Background: an optimization exercise with open tools, aiming at small area. Do not read the settings as production practice. Function was checked by simulation only, so behaviour that the tests miss may differ from the original. Power figures rest on the tool's default switching activity, not on a simulated workload. The flow treats the clock pin as an ideal source, which a real chip does not have.

**flow/design.v**
```verilog
module regfile_sb #(
  parameter int DATA_W   = 32,
  parameter int ADDR_W   = 5,
  parameter int ZERO_REG = 1
) (
  input  logic              clk,
  input  logic              reset,
  input  logic [ADDR_W-1:0] rd_addr_1,
  input  logic [ADDR_W-1:0] rd_addr_2,
  output logic [DATA_W-1:0] rd_data_1,
  output logic [DATA_W-1:0] rd_data_2,
  output logic              rd_pend_1,
  output logic              rd_pend_2,
  input  logic              wr_en,
  input  logic [ADDR_W-1:0] wr_addr,
  input  logic [DATA_W-1:0] wr_data,
  input  logic              iss_en,
  input  logic [ADDR_W-1:0] iss_addr,
  output logic              iss_stall,
  output logic [ADDR_W:0]   pend_cnt
);
  localparam int DEPTH = 1 << ADDR_W;
  localparam int NREG  = DEPTH - 1;    
  logic [DATA_W-1:0] mem_q [1:DEPTH-1];
  logic [DATA_W-1:0] mem_d [1:DEPTH-1];
  logic [DEPTH-1:1]  pend_q;
  logic [DEPTH-1:1]  pend_d;
  logic [ADDR_W:0]   pend_cnt_q;
  logic [ADDR_W:0]   pend_cnt_d;
  logic [DEPTH-1:1] wdec, idec, rdec1, rdec2;
  logic [DEPTH-1:1] wen_row, hold_row;
  always_comb begin
    for (int i = 1; i < DEPTH; i++) begin
      wdec[i]  = (wr_addr   == ADDR_W'(i));
      idec[i]  = (iss_addr  == ADDR_W'(i));
      rdec1[i] = (rd_addr_1 == ADDR_W'(i));
      rdec2[i] = (rd_addr_2 == ADDR_W'(i));
      wen_row[i]  = reset & wr_en & wdec[i];
      hold_row[i] = reset & ~(wr_en & wdec[i]);
    end
  end
  logic pend_iss, pend_wr;
  regfile_sb_rmux #(.N(NREG)) u_pend_iss (.d(pend_q), .s(idec), .y(pend_iss));
  regfile_sb_rmux #(.N(NREG)) u_pend_wr  (.d(pend_q), .s(wdec), .y(pend_wr));
  logic wr_ok_s, same_s, iss_ok_s, iss_set_s, set_new_s, clr_s;
  always_comb begin
    wr_ok_s   = reset & wr_en & (wr_addr != '0);
    same_s    = iss_en & wr_en & (iss_addr == wr_addr);
    iss_ok_s  = reset & iss_en & (same_s | ~pend_iss);
    iss_set_s = iss_ok_s & (iss_addr != '0);
    iss_stall = reset & iss_en & pend_iss & ~same_s;
    set_new_s = iss_set_s & ~pend_iss;
    clr_s     = wr_ok_s & pend_wr & ~(iss_set_s & same_s);
    for (int i = 1; i < DEPTH; i++)
      pend_d[i] = (pend_q[i] & hold_row[i]) | (iss_ok_s & idec[i]);
    if (!reset) pend_cnt_d = '0;
    else        pend_cnt_d = pend_cnt_q + {{ADDR_W{1'b0}}, set_new_s} - {{ADDR_W{1'b0}}, clr_s};
  end
  for (genvar i = 1; i < DEPTH; i++) begin : g_row
    for (genvar b = 0; b < DATA_W; b++) begin : g_bit
      regfile_sb_wsel u_w (.q(mem_q[i][b]), .h(hold_row[i]), .d(wr_data[b]),
                           .w(wen_row[i]), .y(mem_d[i][b]));
    end
  end
  always_ff @(posedge clk) begin
    for (int i = 1; i < DEPTH; i++) mem_q[i] <= mem_d[i];
    pend_q     <= pend_d;
    pend_cnt_q <= pend_cnt_d;
  end
  assign pend_cnt = pend_cnt_q;
  for (genvar b = 0; b < DATA_W; b++) begin : g_rd
    logic [DEPTH-1:1] col;
    for (genvar i = 1; i < DEPTH; i++) begin : g_col
      assign col[i] = mem_q[i][b];
    end
    regfile_sb_rmux #(.N(NREG)) u_r1 (.d(col), .s(rdec1), .y(rd_data_1[b]));
    regfile_sb_rmux #(.N(NREG)) u_r2 (.d(col), .s(rdec2), .y(rd_data_2[b]));
  end
  regfile_sb_rmux #(.N(NREG)) u_p1 (.d(pend_q), .s(rdec1), .y(rd_pend_1));
  regfile_sb_rmux #(.N(NREG)) u_p2 (.d(pend_q), .s(rdec2), .y(rd_pend_2));
endmodule
module regfile_sb_wsel (
  input  logic q, h, d, w,
  output logic y
);
  assign y = (q & h) | (d & w);
endmodule
module regfile_sb_aoi222 (
  input  logic a1, a2, b1, b2, c1, c2,
  output logic y
);
  assign y = ~((a1 & a2) | (b1 & b2) | (c1 & c2));
endmodule
module regfile_sb_rmux #(
  parameter int N = 31
) (
  input  logic [N-1:0] d,
  input  logic [N-1:0] s,
  output logic         y
);
  localparam int NG = N / 3;
  localparam int NR = N - 3 * NG;
  logic [NG+NR-1:0] g_n;    
  for (genvar k = 0; k < NG; k++) begin : g_aoi
    regfile_sb_aoi222 u_a (.a1(d[3*k]), .a2(s[3*k]), .b1(d[3*k+1]), .b2(s[3*k+1]),
                           .c1(d[3*k+2]), .c2(s[3*k+2]), .y(g_n[k]));
  end
  for (genvar k = 0; k < NR; k++) begin : g_rem
    assign g_n[NG+k] = ~(d[3*NG+k] & s[3*NG+k]);
  end
  assign y = ~&g_n;
endmodule
```
**flow/flow/run.sh**
```bash
#!/bin/bash
# Own flow: the standard layout, with synthesis remapped by an
# area-oriented ABC script (registers are unchanged: dfflibmap runs first),
# clock tree synthesis without dummy loads, and a small buffer on each port.
set -euo pipefail
HERE=$(pwd)
export MY_ABC_SCRIPT=$HERE/flow/nf.abc
bash standard.sh SYNTH_SCRIPT=$HERE/flow/my_synth.tcl synth > $HERE/flow_synth.log 2>&1
CTS="-sink_clustering_enable -repair_clock_nets -dont_use_dummy_load -buf_list {sky130_fd_sc_hd__clkbuf_8} -sink_clustering_size 14 -sink_clustering_max_diameter 60"
bash standard.sh "CTS_ARGS=$CTS" "BUFFER_PORTS_ARGS=-buffer_cell sky130_fd_sc_hd__buf_1" finish > $HERE/flow_finish.log 2>&1
```
**flow/flow/my_synth.tcl**
```tcl
# The standard flow's synthesis (synth_recipe.tcl) with one change: every abc call uses
# the area-oriented mapping script given by MY_ABC_SCRIPT.
proc synth {args} { yosys synth -nofsm -noshare {*}$args }
proc abc {args} {
  set i [lsearch -exact $args -script]
  if {$i >= 0} { lset args [expr {$i+1}] $::env(MY_ABC_SCRIPT) }
  yosys abc {*}$args
}
source $::env(SCRIPTS_DIR)/synth.tcl
# left out here: clear keep_hierarchy, flatten, clean up, hide names made inside functions, write 1_2_yosys.v
```
**flow/flow/nf.abc**
```
&get -n; &nf -R 1000; &put
```
**flow/standard.sh**
```bash
#!/bin/bash
# synth_recipe.tcl (not shown) runs the flow's synth.tcl, then flattens the netlist and writes it again
# the make line also repeats each setting of config.mk as NAME=value (left out here)
make -C /OpenROAD-flow-scripts/flow DESIGN_CONFIG=/design/flow/config.mk WORK_HOME=/design/flow/orfs CLKGATE_MAP_FILE= SYNTH_SCRIPT=/design/flow/synth_recipe.tcl "${@:-finish}"
```
**flow/config.mk**
```make
export PLATFORM = sky130hd
export DESIGN_NAME = regfile_sb
export DESIGN_NICKNAME = regfile_sb
export VERILOG_FILES = /design/flow/design.v
export SDC_FILE = /design/flow/constraint.sdc
export NUM_CORES = 4
export LEC_CHECK = 0
export CAP_MARGIN = 5
export CORE_MARGIN = 2
export CORE_UTILIZATION = 50
export PLACE_DENSITY = 0.6
export SLEW_MARGIN = 5
export SYNTH_HIERARCHICAL = 1
```
**flow/constraint.sdc**
```tcl
create_clock -name core_clock -period 6.0 [get_ports {clk}]
set_input_delay 1.2000 -clock core_clock [delete_from_list [all_inputs] [get_ports {clk}]]
set_output_delay 1.2000 -clock core_clock [all_outputs]
set_load 0.01 [all_outputs]
```
==> reports/metrics.yaml, run 1 <==
status:
  status: "timing/DRC/antenna clean"
clocking:
  clock_sinks: 1029
  cts_resized: 0
  cts_hold_buf: 0
  clockBufferDepth: 3
  clk_pin_slew_worst_paths_ns: 0.04
  cts_tree: "done"
  cts_setup_buffers: 0
  htreeDepth: 3
  insertion_delay_ns: 0.73
  numCtsBuffers: 93
  clock-root-buffer: "clkbuf_8"
yosys:
  syn_avg_cell_area_um2: 11.9
  yosys-top-cells-count: "dfxtp_1 (1,029), a22o_1 (1,023), a222oi_1 (680)"
  synthFlopType: "dfxtp_1"
  yosysTopAreaCell: "dfxtp_1"
  ys_seq_area_frac: 0.515
  ys_seq_elements: 1029
  synth_top_cell_area_share: 0.515
  synthTopCellsByArea: "dfxtp_1 (52%), a22o_1 (22%), a222oi_1 (17%)"
  synthesis.instances: 3372
  synth_nets: 3435
  yosysMostFrequentCell: "dfxtp_1"
  synth_edf_count: 0
  yosysWarnings: 10
  synthArstFlopShare: 0
  synth_cell_type_count: 26
  syn_area_um2: 40000
power:
  peakVddDrop_v: 0.000207
  power_density_nw_per_um2: 257
  power_leakage_uw: 0.0158
  p_total_uw: 11500
floorplan:
  ios: 129
  die_w_um: 287
  core_um2: 79100
  die_y_um: 287
  num_rows: 103
  die_area_um2: 82200
  initial_utilization: 0.505
global_routing:
  antenna_found_initial: 7
  grt_pass1_wl_mm: 281
  grt_remaining_overflow: 0
  grt_use_total: 0.467
  grt_pass1_vias: 39353
  grt_max_degree: 43
setup_path:
  cp_max_fo: 17
  worstPathArrival_ns: 4.45
  r2r_end: "pend_cnt_q[4]"
  cp-end-kind: "output port"
  worstSetupPathType: "in2out"
  reg2reg_from: "pend_q[10]"
  startpoint: "rd_addr_2[1]"
  cp.required_ns: 4.80
  cp-endpoint: "rd_data_2[13]"
  timing.reg2reg.setup_slack_ns: 2.19
  r2r_cells: 15
  startpoint_type: "input port"
placed_design:
  dpl-instance-area_um2: 43600
  place_congestion: 1.00
  placed_cells: 4687
  io_buffers: 128
  dp_hpwl_mm: 118
route:
  avgRoutedWirePerCell_um: 42.2
  routed_wl_mm: 202
  vias: 41931
  final_antenna_net_count: 0
  first_pass_iters: 17
  avgViaCountPerCell: 8.76
  drc: 0
  dr.first_iter.drc_count: 10265
hold_path:
  hp-class: "reg2reg"
job:
  drv_cap: 0
cells_and_area:
  fin_cells: 4785
  drive_gt1_frac: 0.0962
  final_area_um2: 44900
  area_delta_synth_final_pct: 12.4
  final_nets: 3795
timing:
  clock_skew_ns: 0.0381
  hold_violations: 0
  slew_headroom: 0.115
  tightest_slew_ns: 1.33
  rsz0062_at_grt: "no"
  finalSetupViolCount: 0
  finalMaxSlewViolations: 0
  fmax_mhz: 177
  finalCriticalPeriod_ns: 5.65
  tns_ns: 0
  fin_crit_sh: 0.941
[placed cells by master, fill, tap and decap left out, types with 21 or more instances in the layout]
cell type,synthesis,routed
clkbuf_2,0,23
and3_1,66,55
buf_4,0,134
nor4_2,0,21
nor2_1,87,87
nand4_1,205,205
nand2_1,90,89
clkbuf_8,0,93
dfxtp_1,1029,1029
a222oi_1,680,680
a21boi_4,0,31
a22o_1,1023,1023
buf_1,0,104
nor2b_4,0,22
[registers in the layout (all words and copies together) (netlist names)]
register,flops
pend_q,31
mem_q,992
pend_cnt_q,6
[layer usage]
metal,track usage,part of all wire,vias to the layer above
met5,0.0163,0.00097,-
met4,0.303,0.079,10
met3,0.195,0.17,944
met2,0.654,0.40,4221
met1,0.586,0.35,20450
li1,-,-,16306
[worst max-delay path, stage by stage]
cell and delay, ns:
buf_1 0.48, nand2b_1 0.35, nor3_2 0.09, buf_4 0.27
a222oi_1 0.60, nand4_1 0.49, nor2_1 0.44, nand4_1 0.29
buf_1 0.22
[stage by stage]
stage                      util  hold slack [ns]  setup slack, ns
after global placement    0.551            0.487            0.660
after global routing      0.568            0.532            0.348
after floorplan               -            0.477            0.504
final                     0.568            0.512            0.352
after CTS                 0.568            0.511            0.713
after detailed placement  0.551            0.493            0.385
[Yosys stat by module (local to each module, per instance), excerpt]
module / copies in the design / cells / flops+latches / area, µm²
regfile_sb: 1 / 1360 / 1029 / 22700
regfile_sb_aoi222: 680 / 1 / 0 / 10.0
regfile_sb_wsel: 992 / 1 / 0 / 8.76
[logic make-up (layout without fill, tap and decap cells)]
kind of cell | Yosys count | after routing | share of synthesized area
AOI/OAI and AO/OA | 1746 | 1746 | 0.402
buffers and inverters | 6 | 364 | 0.000563
adders and majority gates | 7 | 7 | 0.00238
other | 0 | 5 | 0
DFF | 1029 | 1029 | 0.515
xor gates and xnor gates | 8 | 8 | 0.00175
and+or+nand+nor | 576 | 576 | 0.0783
[how the worst min path moves through the flow]
stage	startpoint	end	slack, ns	depth (start not counted)
after detailed placement	mem_q[10][6]	mem_q[10][6]	0.49	1
after CTS	mem_q[25][14]	mem_q[25][14]	0.51	1
final	mem_q[25][14]	mem_q[25][14]	0.51	1
after floorplan	mem_q[10][0]	mem_q[10][0]	0.48	1
after global routing	mem_q[8][27]	mem_q[8][27]	0.53	1
after global placement	mem_q[4][19]	mem_q[4][19]	0.49	1
[layout make-up]
cell class,instances,area [µm²]
Fill cell,6723,34200
Multi-Input combinational cell,2337,20100
Tap cell,1050,1310
Sequential cell,1029,20600
Clock buffer,93,1280
Inverter,6,22.5
Antenna cell,5,12.5
Timing Repair Buffer,265,1580
[power by group]
part	internal [µW]	switching [µW]	total (µW)
Sequential	6890	57.0	6940
Clock	1380	2350	3720
Combinational	180	690	871
==> run 2, diff against run 1 <==
==> flow/flow/nf.abc (replaced) <==
&get -n; &st; &synch2; &nf -R 1000; &put
==> run 2 against run 1 <==
Compared with the run above: setup slack improved by 0.087 ns; sequential cell count is the same; non-clock buffer count grew 42; sequential power about the same; fmax is 1.6% higher; clock power shrank 2%; critical endpoint unchanged; critical path depth is 2 lower; synthesized cell count is 1.2% lower; highest routed layer unchanged.
==> reports/metrics.yaml, run 2 <==
timing:
  clock_skew_ns: 0.0637
  finalSetupViolCount: 0
  slew_headroom: 0.164
  fmax_mhz: 180
  rsz0062_at_grt: "no"
  finalMaxSlewViolations: 0
  fin_crit_sh: 0.927
  tightest_slew_ns: 1.25
  tns_ns: 0
  hold_violations: 0
  finalCriticalPeriod_ns: 5.56
  whs_ns: 0.513
cells_and_area:
  fin_util: 0.575
  area_delta_synth_final_pct: 13.8
  layout_commonest_cell: "dfxtp_1"
  max_flop_register: "mem_q"
  reg.largest.list: "mem_q (992), pend_q (31), pend_cnt_q (6)"
  drive_gt1_frac: 0.108
  final_nets: 3792
  final_cell_mix: "dfxtp_1 (1,029), a22o_1 (1,001), a222oi_1 (680)"
  largest_reg_flops: 992
hold_path:
  worstHoldStart: "mem_q[20][14]"
  hold_depth: 1
  whs_endpoint: "mem_q[20][14]"
  hp-class: "reg2reg"
floorplan:
  die_w_um: 286
  initial_utilization: 0.505
  core_um2: 78900
  die_area_um2: 82000
  num_rows: 103
  ios: 129
  die_y_um: 286
clocking:
  clock_sinks: 1029
  clock-root-buffer: "clkbuf_8"
  cts_setup_buffers: 0
  cts_tree: "done"
  htreeDepth: 3
  insertion_delay_ns: 0.74
  cts_resized: 0
  clockBufferDepth: 3
  clk_pin_slew_worst_paths_ns: 0.06
  numCtsBuffers: 90
  cts_hold_buf: 0
setup_path:
  worstSetupPathType: "in2out"
  cp_max_fo: 26
  r2r_end: "pend_cnt_q[4]"
  startpoint_type: "input port"
  timing.reg2reg.setup_slack_ns: 2.60
  cp-end-kind: "output port"
  r2r_cells: 12
  worstPathArrival_ns: 4.36
  cp.required_ns: 4.80
  reg2reg_from: "pend_q[28]"
yosys:
  synth_cell_type_count: 30
  synthTopCellsByArea: "dfxtp_1 (52%), a22o_1 (22%), a222oi_1 (17%)"
  yosysWarnings: 10
  synthFlopType: "dfxtp_1"
  ys_seq_elements: 1029
  synth_nets: 3393
  yosysTopAreaCell: "dfxtp_1"
  synth_edf_count: 0
  yosysMostFrequentCell: "dfxtp_1"
  syn_area_um2: 39800
  syn_avg_cell_area_um2: 12.0
  synthArstFlopShare: 0
  synthesis.instances: 3330
  synth_top_cell_area_share: 0.517
  ys_seq_area_frac: 0.517
  yosys-top-cells-count: "dfxtp_1 (1,029), a22o_1 (1,001), a222oi_1 (680)"
route:
  routed_wl_mm: 200
  drc: 0
  dr.first_iter.drc_count: 9991
  avgRoutedWirePerCell_um: 41.8
  avgViaCountPerCell: 8.74
  final_antenna_net_count: 0
  vias: 41786
  first_pass_iters: 14
global_routing:
  grt_remaining_overflow: 0
  grt_max_degree: 34
  grt_pass1_wl_mm: 279
  grt_pass1_vias: 39904
  grt_use_total: 0.462
  antenna_found_initial: 8
power:
  power_leakage_uw: 0.0165
  p_total_uw: 11500
  power_density_nw_per_um2: 253
  peakVddDrop_v: 0.000193
job:
  drv_cap: 0
placed_design:
  io_buffers: 128
  dp_hpwl_mm: 116
  place_congestion: 0.952
status:
  status: "timing/DRC/antenna clean"
==> run 2: worst max path at each step <==
| stage | slack, ns | end | from | depth (start not counted) |
|---|---|---|---|---|
| finish | 0.44 | rd_data_2[13] | rd_addr_2[3] | 7 |
| global route | 0.46 | rd_data_2[13] | rd_addr_2[2] | 7 |
| CTS | 0.80 | rd_data_1[9] | rd_addr_1[0] | 8 |
| detailed placement | 0.65 | pend_cnt_q[4] | wr_addr[0] | 16 |
| global placement | 0.68 | pend_cnt_q[4] | wr_addr[0] | 16 |
| floorplan | 1.62 | rd_data_1[0] | rd_addr_1[0] | 5 |
==> run 2: Yosys stat by module, one instance, submodules excluded, excerpt <==
module	flops+latches	copies in the design	cell area, µm²	cells
regfile_sb_wsel	0	992	8.76	1
regfile_sb	1029	1	22500	1386
regfile_sb_aoi222	0	680	10.0	1
==> run 2: kinds of logic after synthesis <==
group                    share of synthesized area
flip-flops                                   0.517
adder cells (fa/ha/maj)                    0.00239
buffers and inverters                     0.000565
XOR/XNOR                                   0.00220
AND/OR/NAND/NOR                             0.0580
AO/OA/AOI/OAI                                0.420
==> run 2: metal layers <==
layer,part of all wire,track usage
met5,0.00040,0.00349
met1,0.35,0.578
met2,0.41,0.656
met3,0.16,0.180
met4,0.080,0.315
==> run 2: cell type report <==
cell class,instances,area [µm²]
antenna,6,15.0
clock buffer,90,1240
fill,6675,33500
inverter,6,22.5
multi-input combinational,2295,20200
sequential,1029,20600
tap,1050,1310
timing repair buffer,307,1950
==> run 2: critical path: stages <==
cell      delay [ns]
buf_1           0.24
nand3b_1        0.39
nor2_4          1.09
a222oi_1        0.33
nand4_1         0.66
a2111o_1        0.23
buf_1           0.18
==> run 2: where the power goes <==
group	total (µW)	switching [µW]	internal, µW
Sequential	6940	52.6	6890
Combinational	879	688	191
Clock	3650	2310	1340
==> run 2: stage by stage <==
stage / cell area [µm²] / setup slack (ns) / std cells
floorplan: 39800 / 1.62 / 3330
global placement: 44100 / 0.681 / 4687
detailed placement: 44100 / 0.654 / 4687
CTS: 45300 / 0.796 / 4777
global route: 45300 / 0.458 / 4779
finish: 45300 / 0.439 / 4783
==> run 3, diff against run 2 <==
==> flow/flow/nf.abc (replaced) <==
&get -n; &nf -R 1000; &put
--- a/flow/config.mk
+++ b/flow/config.mk
@@ -9,4 +9,4 @@
 export CORE_MARGIN = 2
-export CORE_UTILIZATION = 50
-export PLACE_DENSITY = 0.6
+export CORE_UTILIZATION = 45
+export PLACE_DENSITY = 0.55
 export SLEW_MARGIN = 5
==> run 3 against run 2 <==
Compared with the run above: highest routed layer unchanged; synthesized cell count grew 1.3%; largest power group unchanged; largest cell class unchanged; clock power grew 5.5%; sequential power barely moved; critical path type unchanged; register-to-register slack worse by 0.14 ns.
==> reports/metrics.yaml, run 3 <==
setup_path:
  worstPathArrival_ns: 4.64
  cp.required_ns: 4.80
  cp_max_fo: 29
  worstSetupPathType: "in2out"
  startpoint_type: "input port"
  cp-end-kind: "output port"
  r2r_cells: 14
route:
  avgRoutedWirePerCell_um: 43.3
  vias: 41715
  dr.first_iter.drc_count: 10245
  first_pass_iters: 13
  routed_wl_mm: 213
  drc: 0
  final_antenna_net_count: 0
  avgViaCountPerCell: 8.50
timing:
  fmax_mhz: 171
  tns_ns: 0
  rsz0062_at_grt: "no"
  whs_ns: 0.515
  finalMaxSlewViolations: 0
  finalCriticalPeriod_ns: 5.84
  finalSetupViolCount: 0
  slew_headroom: 0.0516
  hold_violations: 0
  tightest_slew_ns: 1.42
  clock_skew_ns: 0.0281
  fin_crit_sh: 0.973
yosys:
  synth_nets: 3435
  synth_edf_count: 0
  synthArstFlopShare: 0
  synth_xor_area_frac: 0.00175
  synthTopCellsByArea: "dfxtp_1 (52%), a22o_1 (22%), a222oi_1 (17%)"
  syn_avg_cell_area_um2: 11.9
  yosys-top-cells-count: "dfxtp_1 (1,029), a22o_1 (1,023), a222oi_1 (680)"
  synth_compound_area_frac: 0.402
  synthMuxAreaShare: 0
  synthesis.instances: 3372
  synthFlopType: "dfxtp_1"
  ys_seq_elements: 1029
  synth_top_family_by_area: "compound AO/OA/AOI/OAI gates"
  synth_top_cell_area_share: 0.515
  yosysMostFrequentCell: "dfxtp_1"
  syn_area_um2: 40000
  yosysTopAreaCell: "dfxtp_1"
  synth_cell_type_count: 26
  ys_seq_area_frac: 0.515
  yosysWarnings: 10
  synthAdderAreaFrac: 0.00238
  yosys.area_share.simple: 0.0783
power:
  power_density_nw_per_um2: 259
  power_leakage_uw: 0.0159
  peakVddDrop_v: 0.000195
clocking:
  clk_pin_slew_worst_paths_ns: 0.05
  cts_setup_buffers: 0
  cts_resized: 0
  clock_sinks: 1029
  clock-root-buffer: "clkbuf_8"
  numCtsBuffers: 98
  cts_hold_buf: 0
  htreeDepth: 3
  cts_tree: "done"
  clockBufferDepth: 3
  insertion_delay_ns: 0.75
placed_design:
  dp_hpwl_mm: 123
  place_congestion: 1.00
  io_buffers: 128
cells_and_area:
  fillCellCount: 7818
  largest_reg_flops: 992
  final_nets: 3800
  area_delta_synth_final_pct: 13.0
  final_cell_mix: "dfxtp_1 (1,029), a22o_1 (1,023), a222oi_1 (680)"
  reg.largest.list: "mem_q (992), pend_q (31), pend_cnt_q (6)"
  max_flop_register: "mem_q"
  layout_commonest_cell: "dfxtp_1"
  fin_util: 0.512
  drive_gt1_frac: 0.101
global_routing:
  antenna_found_initial: 13
  grt_pass1_vias: 39252
  grt_remaining_overflow: 0
  grt_max_degree: 43
  grt_use_total: 0.445
  grt_pass1_wl_mm: 293
floorplan:
  ios: 129
  initial_utilization: 0.453
  die_y_um: 302
  die_w_um: 302
  num_rows: 109
  core_um2: 88200
  die_area_um2: 91300
job:
  drv_cap: 0
hold_path:
  hold_depth: 1
  hp-class: "reg2reg"
status:
  status: "timing/DRC/antenna clean"
==> run 3: layout make-up <==
type | instances | area (µm²) | share of cell area
tap | 1165 | 1460 | 0.0323
antenna | 9 | 22.5 | 0.000498
multi-input combinational | 2337 | 20100 | 0.446
clock buffer | 98 | 1350 | 0.0298
sequential | 1029 | 20600 | 0.456
inverter | 6 | 22.5 | 0.000498
timing repair buffer | 265 | 1600 | 0.0355
==> run 3: logic make-up after synthesis <==
logic type,Yosys count
AOI/OAI and AO/OA,1746
adders and majority gates,7
xor gates and xnor gates,8
DFF,1029
and+or+nand+nor,576
buffers and inverters,6
==> run 3: modules after synthesis (local to each module, per instance), excerpt <==
module / flops+latches / cells / copies in the design
regfile_sb_aoi222: 0 / 1 / 680
regfile_sb: 1029 / 1360 / 1
regfile_sb_wsel: 0 / 1 / 992
==> run 3: final timing paths <==
path | from | slack [ns] | to
worst max-delay path | rd_addr_1[3] | 0.16 | rd_data_1[8]
worst max register to register | pend_q[22] | 2.46 | pend_cnt_q[4]
worst min register to register | mem_q[20][11] | 0.51 | mem_q[20][11]
worst min-delay path | mem_q[20][11] | 0.51 | mem_q[20][11]
==> run 3: routing by layer <==
metal	up-vias	wire length (µm)	GRT usage	share of wire
li1	16340	-	-	-
met1	20573	77200	0.571	0.36
met3	828	34100	0.175	0.16
met4	12	14800	0.269	0.070
met5	-	138	0.00621	0.00065
met2	3962	86300	0.628	0.41
==> run 3: through the flow <==
stage                     total power, µW  instance area [µm²]  std cells  setup WS [ns]
after CTS                           11600                45200       4900          0.573
after global placement               7930                43800       4802          0.696
after detailed placement             7950                43800       4802          0.572
final                               11700                45200       4909          0.159
after floorplan                      7390                40000       3372          0.504
after global routing                11900                45200       4902          0.238
==> run 3: power breakdown <==
| group | internal, µW | switching, µW |
|---|---|---|
| sequential | 6890 | 56.1 |
| clock | 1450 | 2400 |
| combinational | 181 | 713 |
==> run 3: worst max-delay path, stage by stage <==
cell and delay (ns):
buf_1 0.42, nor2b_1 0.17, and3_2 0.59, a222oi_1 0.82, nand4_1 0.35, nor2_1 0.50
nand4_1 0.34, buf_1 0.22
==> run 4, diff against run 3 <==
--- a/flow/flow/run.sh
+++ b/flow/flow/run.sh
@@ -8,3 +8,3 @@
 bash standard.sh SYNTH_SCRIPT=$HERE/flow/my_synth.tcl synth > $HERE/flow_synth.log 2>&1
-CTS="-sink_clustering_enable -repair_clock_nets -dont_use_dummy_load -buf_list {sky130_fd_sc_hd__clkbuf_8} -sink_clustering_size 14 -sink_clustering_max_diameter 60"
+CTS="-sink_clustering_enable -repair_clock_nets -dont_use_dummy_load -buf_list {sky130_fd_sc_hd__clkbuf_16} -sink_clustering_size 30 -sink_clustering_max_diameter 100"
 bash standard.sh "CTS_ARGS=$CTS" "BUFFER_PORTS_ARGS=-buffer_cell sky130_fd_sc_hd__buf_1" finish > $HERE/flow_finish.log 2>&1
--- a/flow/config.mk
+++ b/flow/config.mk
@@ -9,4 +9,4 @@
 export CORE_MARGIN = 2
-export CORE_UTILIZATION = 45
-export PLACE_DENSITY = 0.55
+export CORE_UTILIZATION = 50
+export PLACE_DENSITY = 0.6
 export SLEW_MARGIN = 5
==> run 4 against run 3 <==
Compared with the run above: still clean; synthesized cell count stayed put; clock power down about 10%; utilization increased by 5.2 points; clock skew up 0.030 ns; sequential share of layout area rose by 0.53 points; hold slack better by 0.0088 ns; global-route usage is 1.7 points higher; critical path type unchanged; critical endpoint is now rd_data_2[13].
==> reports/metrics.yaml, run 4 <==
power:
  p_int_uw: 8310
  seq_power_share: 0.616
  power_leakage_uw: 0.0157
  peakVddDrop_v: 0.000208
  power_frac_clock: 0.306
  p_sw_uw: 2960
  combPwrFrac: 0.077
  sw_frac_of_total: 0.262
  power_density_nw_per_um2: 252
timing:
  tightest_slew_ns: 1.33
  slew_headroom: 0.113
  fmax_mhz: 176
  tns_ns: 0
  rsz0062_at_grt: "no"
  finalSetupViolCount: 0
  clock_skew_ns: 0.0583
  finalMaxSlewViolations: 0
  final.setup.worst_slack_ns: 0.318
  hold_violations: 0
  finalCriticalPeriod_ns: 5.68
  fin_crit_sh: 0.947
hold_path:
  hold_depth: 1
  worstHoldStart: "mem_q[31][14]"
  whs_endpoint: "mem_q[31][14]"
  hp-class: "reg2reg"
floorplan:
  die_w_um: 287
  num_rows: 103
  core_um2: 79100
  die_y_um: 287
  die_area_um2: 82200
  ios: 129
  initial_utilization: 0.505
route:
  avgViaCountPerCell: 8.76
  dr.first_iter.drc_count: 10288
  final_antenna_net_count: 0
  first_pass_iters: 13
  vias: 41449
  avgRoutedWirePerCell_um: 42.4
  routed_wl_mm: 201
  drc: 0
setup_path:
  worstSetupPathType: "in2out"
  path_buf_inv: 3
  cp-end-kind: "output port"
  critPathTopFamily: "simple AND/OR/NAND/NOR gates"
  cp_slowest_cell: "a222oi_1"
  startpoint_type: "input port"
  r2r_end: "pend_cnt_q[4]"
  r2r_cells: 15
  timing.reg2reg.setup_slack_ns: 2.09
  startpoint: "rd_addr_2[1]"
  cp_max_fo: 17
  path_cells: "buf_1 > nand2b_1 > nor3_2 > buf_4 > a222oi_1 > nand4_1 > nor2_1 > nand4_1 > buf_1"
  reg2reg_from: "pend_q[10]"
  cp.required_ns: 4.80
  worstPathArrival_ns: 4.48
  worst_path_largest_cell_delay_ns: 0.63
status:
  status: "timing/DRC/antenna clean"
clocking:
  cts_setup_buffers: 0
  cts_resized: 0
  clock_sinks: 1029
  cts_tree: "done"
  htreeDepth: 2
  clockBufferDepth: 3
  clock-root-buffer: "clkbuf_16"
  cts_hold_buf: 0
  insertion_delay_ns: 0.65
  numCtsBuffers: 41
  clk_pin_slew_worst_paths_ns: 0.08
yosys:
  synthFlopType: "dfxtp_1"
  synthMuxAreaShare: 0
  yosysTopAreaCell: "dfxtp_1"
  synth_cell_type_count: 26
  yosysWarnings: 10
  synth_top_cell_area_share: 0.515
  syn_area_um2: 40000
  ys_seq_elements: 1029
  yosys-top-cells-count: "dfxtp_1 (1,029), a22o_1 (1,023), a222oi_1 (680)"
  syn_avg_cell_area_um2: 11.9
  synthArstFlopShare: 0
  synth_xor_area_frac: 0.00175
  synthTopCellsByArea: "dfxtp_1 (52%), a22o_1 (22%), a222oi_1 (17%)"
  synth_nets: 3435
  synthAdderAreaFrac: 0.00238
  synthesis.instances: 3372
  yosysMostFrequentCell: "dfxtp_1"
  synth_top_family_by_area: "compound AO/OA/AOI/OAI gates"
  yosys.area_share.simple: 0.0783
  synth_edf_count: 0
  ys_seq_area_frac: 0.515
  synth_compound_area_frac: 0.402
cells_and_area:
  layout_commonest_cell: "dfxtp_1"
  final_cell_mix: "dfxtp_1 (1,029), a22o_1 (1,023), a222oi_1 (680)"
  fin_util: 0.564
  max_flop_register: "mem_q"
  final_nets: 3743
  drive_gt1_frac: 0.0835
  reg.largest.list: "mem_q (992), pend_q (31), pend_cnt_q (6)"
  area_delta_synth_final_pct: 11.7
  largest_reg_flops: 992
placed_design:
  dp_hpwl_mm: 118
  post-place-ws_ns: 0.385
  io_buffers: 128
  place_congestion: 1.00
global_routing:
  antenna_found_initial: 12
  grt_max_degree: 43
  grt_use_total: 0.462
  grt_pass1_vias: 39021
  grt_remaining_overflow: 0
  grt_pass1_wl_mm: 279
job:
  drv_cap: 0
run 4: cell count changes in the layout (fill, tap and decap cells not counted), sizes merged:
cell    before  now
buf        241  242
clkbuf     122   64
diode        9    4
run 4: metal layers:
layer	routed length, µm	vias up	GRT usage
li1	-	16215	-
met1	71100	20213	0.580
met2	80700	4073	0.654
met3	33200	936	0.186
met4	15600	12	0.299
met5	193	-	0.0157
run 4: worst max-delay path by stage:
stage | endpoint | cells after the start
final | rd_data_2[13] | 9
after global routing | rd_data_1[13] | 9
after CTS | rd_data_2[16] | 9
after detailed placement | pend_cnt_q[4] | 17
after global placement | pend_cnt_q[4] | 17
after floorplan | rd_data_1[0] | 6
run 4: kinds of logic (layout without fill, tap and decap cells):
group,count (synthesis),after routing
xor+xnor,8,8
flops,1029,1029
buf+inv,6,312
simple gates,576,576
other cells,0,4
compound gates,1746,1746
fa+ha+maj,7,7
run 4: through the flow:
step	std cells	total power, µW	hold slack [ns]	area, µm²
CTS	4728	11200	0.519	44700
detailed placement	4687	7920	0.493	43600
floorplan	3372	7390	0.477	40000
global route	4728	11500	0.537	44700
global placement	4687	7890	0.487	43600
finish	4732	11300	0.524	44700
run 4: power groups by stage:
stage	Sequential [µW]	Clock [µW]	Combinational [µW]
after CTS	6940	3420	820
after global placement	7090	0	797
after floorplan	7090	0	299
after detailed placement	7100	0	818
final	6950	3450	872
after global routing	6950	3650	869
run 4: worst register-to-register path: cells and delay by family (launching register included):
kind / cells / cell delay [ns]
AO/OA/AOI/OAI: 5 / 1.11
adder cells (fa/ha/maj): 3 / 0.92
buffers and inverters: 2 / 0.40
flip-flops: 1 / 0.42
AND/OR/NAND/NOR: 5 / 0.92
run 4: per-module statistics from Yosys, one instance, submodules excluded, excerpt:
module / times used / cells
regfile_sb: 1 / 1360
regfile_sb_aoi222: 680 / 1
regfile_sb_wsel: 992 / 1
run 4: layout make-up:
type	instances	area, µm²
multi-input cells	2337	20100
inverters	6	22.5
clock buffers	41	1030
flip-flops and latches	1029	20600
diodes	4	10.0
fillers	6699	34500
repair buffers	265	1580
well taps	1050	1310
==> run 5, diff against run 4 <==
==> flow/flow/run.sh (replaced) <==
#!/bin/bash
# Own flow: the standard layout, with synthesis remapped by an
# area-oriented ABC script (registers are unchanged: dfflibmap runs first).
set -euo pipefail
HERE=$(pwd)
export MY_ABC_SCRIPT=$HERE/flow/nf.abc
bash standard.sh SYNTH_SCRIPT=$HERE/flow/my_synth.tcl synth > $HERE/flow_synth.log 2>&1
bash standard.sh finish > $HERE/flow_finish.log 2>&1
--- a/flow/config.mk
+++ b/flow/config.mk
@@ -7,7 +7,7 @@
 export LEC_CHECK = 0
-export CAP_MARGIN = 5
+export CAP_MARGIN = 20
 export CORE_MARGIN = 2
-export CORE_UTILIZATION = 50
+export CORE_UTILIZATION = 45
 export PLACE_DENSITY = 0.6
-export SLEW_MARGIN = 5
+export SLEW_MARGIN = 20
 export SYNTH_HIERARCHICAL = 1
==> run 5 against run 4 <==
Compared with the run above: the layout now fails its checks (negative setup slack); count of clock-buffer cells in the layout increased by 131; critical path depth grew 1; first-iteration DRC count shrank 1.5%; largest cell class unchanged; via count up 2.3%; synthesized area stayed put.
==> reports/metrics.yaml, run 5 <==
route:
  drt-met1-wl_mm: 74.4
  final_antenna_net_count: 0
  first_pass_iters: 13
  dr_wl_met3_mm: 32.3
  avgRoutedWirePerCell_um: 41.0
  drc: 0
  dr.first_iter.drc_count: 10131
  routed_wl_mm: 209
  dr_wl_met2_mm: 84.5
  maxUsedRoutingLayer: "met5"
  avgViaCountPerCell: 8.31
  vias: 42415
power:
  p_sw_uw: 3660
  power_frac_clock: 0.472
  seq_power_share: 0.463
  power_leakage_uw: 0.0179
  peakVddDrop_v: 0.000255
  p_total_uw: 15000
  combPwrFrac: 0.065
  power_density_nw_per_um2: 302
  sw_frac_of_total: 0.244
  p_int_uw: 11400
setup_path:
  path_buf_inv: 5
  crit_top_cell: "buf_4"
  startpoint_type: "input port"
  path_cells: "clkdlybuf4s50_1 > buf_4 > buf_4 > nor3_2 > buf_4 > a222oi_1 > nand4_1 > nor2_1 > nand4_1 > clkdlybuf4s50_1"
  worst_path_largest_cell_delay_ns: 0.66
  cp.required_ns: 4.80
  worstPathArrival_ns: 4.91
  worstSetupPathType: "in2out"
  critPathTopFamily: "buffers and inverters"
  cp-end-kind: "output port"
  cp_slowest_cell: "clkdlybuf4s50_1"
  cp_max_fo: 33
timing:
  rsz0062_at_grt: "no"
  fin_crit_sh: 1.02
  finalSetupViolCount: 2
  final.setup.worst_slack_ns: -0.108
  slew_headroom: 0.151
  clock_skew_ns: 0.00978
  tightest_slew_ns: 1.27
  fmax_mhz: 164
  finalCriticalPeriod_ns: 6.11
  finalMaxSlewViolations: 0
  hold_violations: 0
cells_and_area:
  reg.largest.list: "mem_q (992), pend_q (31), pend_cnt_q (6)"
  final_nets: 3910
  final_area_um2: 49700
  layout_commonest_cell: "dfxtp_1"
  fin_cells: 5105
  area_delta_synth_final_pct: 24.2
  largest_reg_flops: 992
  final_cell_mix: "dfxtp_1 (1,029), a22o_1 (1,023), a222oi_1 (680)"
  fillCellCount: 7383
  drive_gt1_frac: 0.129
  max_flop_register: "mem_q"
global_routing:
  grt_pass1_wl_mm: 291
  grt_use_total: 0.438
  grt_max_degree: 43
  grt_remaining_overflow: 0
  grt_pass1_vias: 40627
  antenna_found_initial: 5
yosys:
  yosys-top-cells-count: "dfxtp_1 (1,029), a22o_1 (1,023), a222oi_1 (680)"
  synthesis.instances: 3372
  synth_nets: 3435
  synthAdderAreaFrac: 0.00238
  ys_seq_elements: 1029
  synth_top_family_by_area: "compound AO/OA/AOI/OAI gates"
  syn_avg_cell_area_um2: 11.9
  synth_edf_count: 0
  yosysWarnings: 10
  synth_xor_area_frac: 0.00175
  synth_top_cell_area_share: 0.515
  yosysTopAreaCell: "dfxtp_1"
  synth_cell_type_count: 26
  yosys.area_share.simple: 0.0783
  synthArstFlopShare: 0
  synthTopCellsByArea: "dfxtp_1 (52%), a22o_1 (22%), a222oi_1 (17%)"
  yosysMostFrequentCell: "dfxtp_1"
  synth_compound_area_frac: 0.402
  synthMuxAreaShare: 0
  ys_seq_area_frac: 0.515
  synthFlopType: "dfxtp_1"
  syn_area_um2: 40000
placed_design:
  io_buffers: 128
  dpl-instance-area_um2: 45800
  place_congestion: 0.956
  dp_hpwl_mm: 123
  post-place-ws_ns: 0.244
  placed_cells: 4899
floorplan:
  initial_utilization: 0.453
  ios: 129
  num_rows: 109
  die_w_um: 302
  die_area_um2: 91300
  core_um2: 88200
  die_y_um: 302
clocking:
  cts_tree: "done"
  clock-root-buffer: "clkbuf_16"
  cts_resized: 0
  clockBufferDepth: 3
  insertion_delay_ns: 0.69
  cts_hold_buf: 0
  clk_pin_slew_worst_paths_ns: 0.06
  numCtsBuffers: 109
  clock_sinks: 1029
  cts_setup_buffers: 0
  htreeDepth: 3
job:
  drv_cap: 0
hold_path:
  hp-class: "reg2reg"
status:
  violatedChecks: "negative setup slack"
  status: "complete, but fails checks"
## run 5: cell counts after synthesis
Identical to the previous run, type by type.
## run 5: final timing paths
| check | start | depth (start not counted) | slack, ns | to |
|---|---|---|---|---|
| worst max register to register | pend_q[13] | 14 | 2.49 | pend_cnt_q[4] |
| worst min register to register | mem_q[31][5] | 1 | 0.51 | mem_q[31][5] |
| worst max-delay path | rd_addr_1[4] | 10 | -0.11 | rd_data_1[21] |
| worst min-delay path | mem_q[31][5] | 1 | 0.51 | mem_q[31][5] |
## run 5: cells by family after synthesis
kind of cell / after synthesis
AOI/OAI and AO/OA: 1746
xor gates and xnor gates: 8
adders and majority gates: 7
buffers and inverters: 6
DFF: 1029
and+or+nand+nor: 576
## run 5: modules after synthesis, one instance, submodules excluded, excerpt
module / area, µm² / flip-flops and latches / times used
regfile_sb: 22700 / 1029 / 1
regfile_sb_aoi222: 10.0 / 0 / 680
regfile_sb_wsel: 8.76 / 0 / 992
## run 5: area by class of cell
class | instances | area, µm² | share of cell area
Clock buffer | 172 | 3350 | 0.0675
Sequential cell | 1029 | 20600 | 0.415
Timing Repair Buffer | 364 | 3690 | 0.0742
Tap cell | 1165 | 1460 | 0.0294
Clock inverter | 31 | 415 | 0.00837
Antenna cell | 1 | 2.50 | 0.0000504
Inverter | 6 | 22.5 | 0.000454
Multi-Input combinational cell | 2337 | 20100 | 0.405
## run 5: worst register-to-register path: stages, from the launching register on
cell,delay [ns]
dfxtp_1,0.38
a222oi_1,0.46
nand4_1,0.18
nor2_1,0.15
nand4_1,0.23
a21oi_2,0.21
o21ai_0,0.13
or2_0,0.28
ha_1,0.30
clkinv_1,0.06
ha_1,0.23
fa_1,0.42
nand3_1,0.13
a21oi_1,0.08
o21a_1,0.17
## run 5: stage by stage
step / hold slack, ns / setup TNS (ns) / util
3_5_place_dp: 0.495 / 0 / 0.519
5_1_grt: 0.522 / 0 / 0.563
6_report: 0.511 / -0.155 / 0.563
2_1_floorplan: 0.477 / 0 / -
4_1_cts: 0.511 / 0 / 0.562
3_3_place_gp: 0.487 / 0 / 0.518
## run 5: power by group through the flow
stage / Clock, µW / Combinational, µW / Sequential [µW]
floorplan: 0 / 299 / 7090
global placement: 0 / 895 / 7090
detailed placement: 0 / 918 / 7100
CTS: 7070 / 921 / 6950
global route: 7340 / 979 / 6950
finish: 7090 / 976 / 6950
## run 5: metal layers
metal | up-vias | GRT usage
met2 | 4019 | 0.615
met3 | 989 | 0.165
met1 | 20724 | 0.546
met5 | - | 0.0155
li1 | 16679 | -
met4 | 4 | 0.323
==> run 6, diff against run 5 <==
==> flow/run.sh (new file) <==
#!/bin/bash
# synth_recipe.tcl (not shown) runs the flow's synth.tcl, then flattens the netlist and writes it again
# the make line also repeats each setting of config.mk as NAME=value (left out here)
make -C /OpenROAD-flow-scripts/flow DESIGN_CONFIG=/design/flow/config.mk WORK_HOME=/design/flow/orfs CLKGATE_MAP_FILE= SYNTH_SCRIPT=/design/flow/synth_recipe.tcl finish
--- a/flow/config.mk
+++ b/flow/config.mk
@@ -9,4 +9,8 @@
 export CORE_MARGIN = 2
-export CORE_UTILIZATION = 45
+export CORE_UTILIZATION = 50
+export CTS_BUF_LIST = sky130_fd_sc_hd__clkbuf_8
+export CTS_CLUSTER_DIAMETER = 60
+export CTS_CLUSTER_SIZE = 14
 export PLACE_DENSITY = 0.6
+export SETUP_SLACK_MARGIN = 0.3
 export SLEW_MARGIN = 20
removed: flow/flow/run.sh
removed: flow/flow/my_synth.tcl
removed: flow/flow/nf.abc
removed: flow/standard.sh
==> run 6 against run 5 <==
Compared with the run above: now clean on timing, DRC and antenna; design area down 2.7%; largest power group is now registers; non-clock buffer count up 32; routed wire length up 6.3%; count of clock-buffer cells in the layout down 73; clock power down 38%; critical path type unchanged; critical endpoint is now rd_data_1[15]; critical path depth unchanged; sequential share of layout area up 1.2 points; synthesized cell count up 1.1%; combinational power up 8%.
==> reports/metrics.yaml, run 6 <==
status:
  status: "timing/DRC/antenna clean"
yosys:
  synth_nets: 3471
  synthesis.instances: 3408
  yosysTopAreaCell: "dfxtp_1"
  synthTopCellsByArea: "dfxtp_1 (51%), a22o_1 (22%), a222oi_1 (17%)"
  synthArstFlopShare: 0
  ys_seq_elements: 1029
  synth_cell_type_count: 47
  synth_edf_count: 0
  synthFlopType: "dfxtp_1"
  yosysMostFrequentCell: "dfxtp_1"
  yosysWarnings: 10
  syn_avg_cell_area_um2: 11.9
  synth_top_cell_area_share: 0.510
  yosys-top-cells-count: "dfxtp_1 (1,029), a22o_1 (992), a222oi_1 (681)"
  ys_seq_area_frac: 0.510
  syn_area_um2: 40400
cells_and_area:
  fin_cells: 4987
  max_flop_register: "mem_q"
  area_delta_synth_final_pct: 19.5
  reg.largest.list: "mem_q (992), pend_q (31), pend_cnt_q (6)"
  largest_reg_flops: 992
  final_nets: 3942
  final_cell_mix: "dfxtp_1 (1,029), a22o_1 (992), a222oi_1 (681)"
  fillCellCount: 6548
  drive_gt1_frac: 0.153
  layout_commonest_cell: "dfxtp_1"
  final_area_um2: 48300
setup_path:
  worst_path_largest_cell_delay_ns: 0.82
  worstPathArrival_ns: 4.70
  path_cells: "clkdlybuf4s50_1 > buf_12 > nand3_2 > buf_4 > nor2_4 > buf_4 > a222oi_1 > nand4_1 > a2111o_1 > clkdlybuf4s50_1"
  cp_slowest_cell: "clkdlybuf4s50_1"
  cp_max_fo: 15
  startpoint_type: "input port"
  cp-end-kind: "output port"
  critPathTopFamily: "buffers and inverters"
  cp.required_ns: 4.80
  worstSetupPathType: "in2out"
  path_buf_inv: 5
floorplan:
  die_w_um: 288
  initial_utilization: 0.503
  core_um2: 80300
  num_rows: 104
  ios: 129
  die_area_um2: 83100
  die_y_um: 288
global_routing:
  grt_remaining_overflow: 0
  antenna_found_initial: 17
  grt_max_degree: 34
  grt_pass1_vias: 40551
  grt_pass1_wl_mm: 300
  grt_use_total: 0.500
job:
  drv_cap: 0
clocking:
  clock-root-buffer: "clkbuf_8"
  insertion_delay_ns: 0.78
  cts_tree: "done"
  numCtsBuffers: 93
  clockBufferDepth: 3
  clk_pin_slew_worst_paths_ns: 0.08
  htreeDepth: 3
  clock_sinks: 1029
power:
  peakVddDrop_v: 0.000249
  p_total_uw: 12400
  power_leakage_uw: 0.0178
  power_density_nw_per_um2: 257
timing:
  tightest_slew_ns: 1.32
  clock_skew_ns: 0.0398
  finalCriticalPeriod_ns: 5.90
  tns_ns: 0
  whs_ns: 0.519
  fmax_mhz: 169
  finalSetupViolCount: 0
  fin_crit_sh: 0.984
  hold_violations: 0
  rsz0062_at_grt: "yes"
  slew_headroom: 0.117
  finalMaxSlewViolations: 0
hold_path:
  hp-class: "reg2reg"
route:
  routed_wl_mm: 222
  final_antenna_net_count: 0
  drc: 0
  dr_wl_met2_mm: 87.0
  dr_wl_met3_mm: 39.8
  vias: 43958
  avgViaCountPerCell: 8.81
  maxUsedRoutingLayer: "met5"
  dr.first_iter.drc_count: 11449
  first_pass_iters: 17
  avgRoutedWirePerCell_um: 44.6
  drt-met1-wl_mm: 74.7
placed_design:
  place_congestion: 0.957
  dpl-instance-area_um2: 45600
  placed_cells: 4768
  io_buffers: 128
  dp_hpwl_mm: 128
## run 6: cell types whose count changed after synthesis, sizes merged, moves of 29 or more
cell	delta
a2111o	+68
nand4	-68
and3	-65
nor2	+62
nand2	+34
clkbuf	+33
nor2b	-33
a22o	-31
o31ai	+31
nor4	-29
## run 6: repair_timing
item,4_1_cts,5_1_grt
setup endpoints to repair,56,62
hold buffers,0,0
cloned,12,13
buffers inserted,19,29
resized for setup,18,37
hold endpoints to repair,0,0
pin swaps,26,36
## run 6: Yosys stat by module, one instance, submodules excluded, excerpt
module             area, µm²  copies in the design
regfile_sb_wsel         8.76                   992
regfile_sb             23000                     1
regfile_sb_aoi222       10.0                   680
## run 6: path summary, 6_finish.rpt
kind / from / to / slack, ns / cells past startpoint
worst max-delay path: rd_addr_1[0] / rd_data_1[15] / 0.1 / 10
worst min-delay path: mem_q[27][29] / mem_q[27][29] / 0.52 / 1
worst max register to register: pend_q[10] / pend_cnt_q[4] / 2.50 / 13
worst min register to register: mem_q[27][29] / mem_q[27][29] / 0.52 / 1
## run 6: layout make-up
class / instances / area [µm²] / area share
Timing Repair Buffer: 396 / 3710 / 0.0769
Sequential cell: 1029 / 20600 / 0.427
Clock inverter: 36 / 433 / 0.00897
Multi-Input combinational cell: 2350 / 20800 / 0.431
Tap cell: 1060 / 1330 / 0.0275
Antenna cell: 8 / 20.0 / 0.000415
Inverter: 9 / 33.8 / 0.000700
Clock buffer: 99 / 1360 / 0.0282
## run 6: logic make-up after synthesis
kind of cell	share of synthesized area
xor+xnor	0.00108
fa+ha+maj	0.00235
buf+inv	0.00594
compound gates	0.420
flops	0.510
simple gates	0.0606
## run 6: power breakdown
part	internal [µW]	total [µW]	switching (µW)
clock network	1850	4430	2590
logic	252	1050	797
registers	6880	6940	53.9
total	8980	12400	3440
## run 6: stage by stage
step,setup slack (ns),utilization
2_1_floorplan,0.976,-
3_3_place_gp,0.00152,0.567
3_5_place_dp,-0.00400,0.567
4_1_cts,0.192,0.594
5_1_grt,0.232,0.601
6_report,0.0961,0.601
## run 6: routing by layer
layer,GRT usage,vias up
met5,0.0102,-
met4,0.354,20
met3,0.237,1321
met2,0.679,4734
met1,0.616,21200
li1,-,16683

afterwards: timing with drivers on the ports:
The flow's constraints put no driver on any port. The routed layouts listed below were extracted and timed again, unchanged, in two steps. Step 1: set_driving_cell puts a clkbuf_16 on clk and a buf_2 on each other input, an assumption about the parent block. Step 2, shift: input delay + t, output delay - t, t = (earliest + latest rising clock arrival at the registers) / 2. This alone moves slack from input paths to output paths. Slacks: ideal ports / drivers / drivers and shift; pairs: ideal ports / drivers.
run | shift t [ns] | setup slack, ns | worst register clock-pin slew, ns | worst data-port slew with drivers (ns)
run 1 | 0.788 | 0.352 / 0.319 / 0.301 | 0.10 / 0.10 | 0.12
run 2 | 0.784 | 0.439 / 0.348 / 0.348 | 0.10 / 0.10 | 0.11
run 3 | 0.860 | 0.159 / 0.035 / 0.035 | 0.10 / 0.10 | 0.15
run 4 | 0.698 | 0.318 / 0.277 / 0.203 | 0.12 / 0.12 | 0.13
run 5 | 0.764 | -0.108 / -0.155 / -0.155 | 0.06 / 0.06 | 0.13
run 6 | 0.830 | 0.096 / 0.073 / 0.073 | 0.10 / 0.10 | 0.17
The setup slack of run 3, which loses most, moves by -0.124 ns with the drivers and by -0.124 ns with both steps.
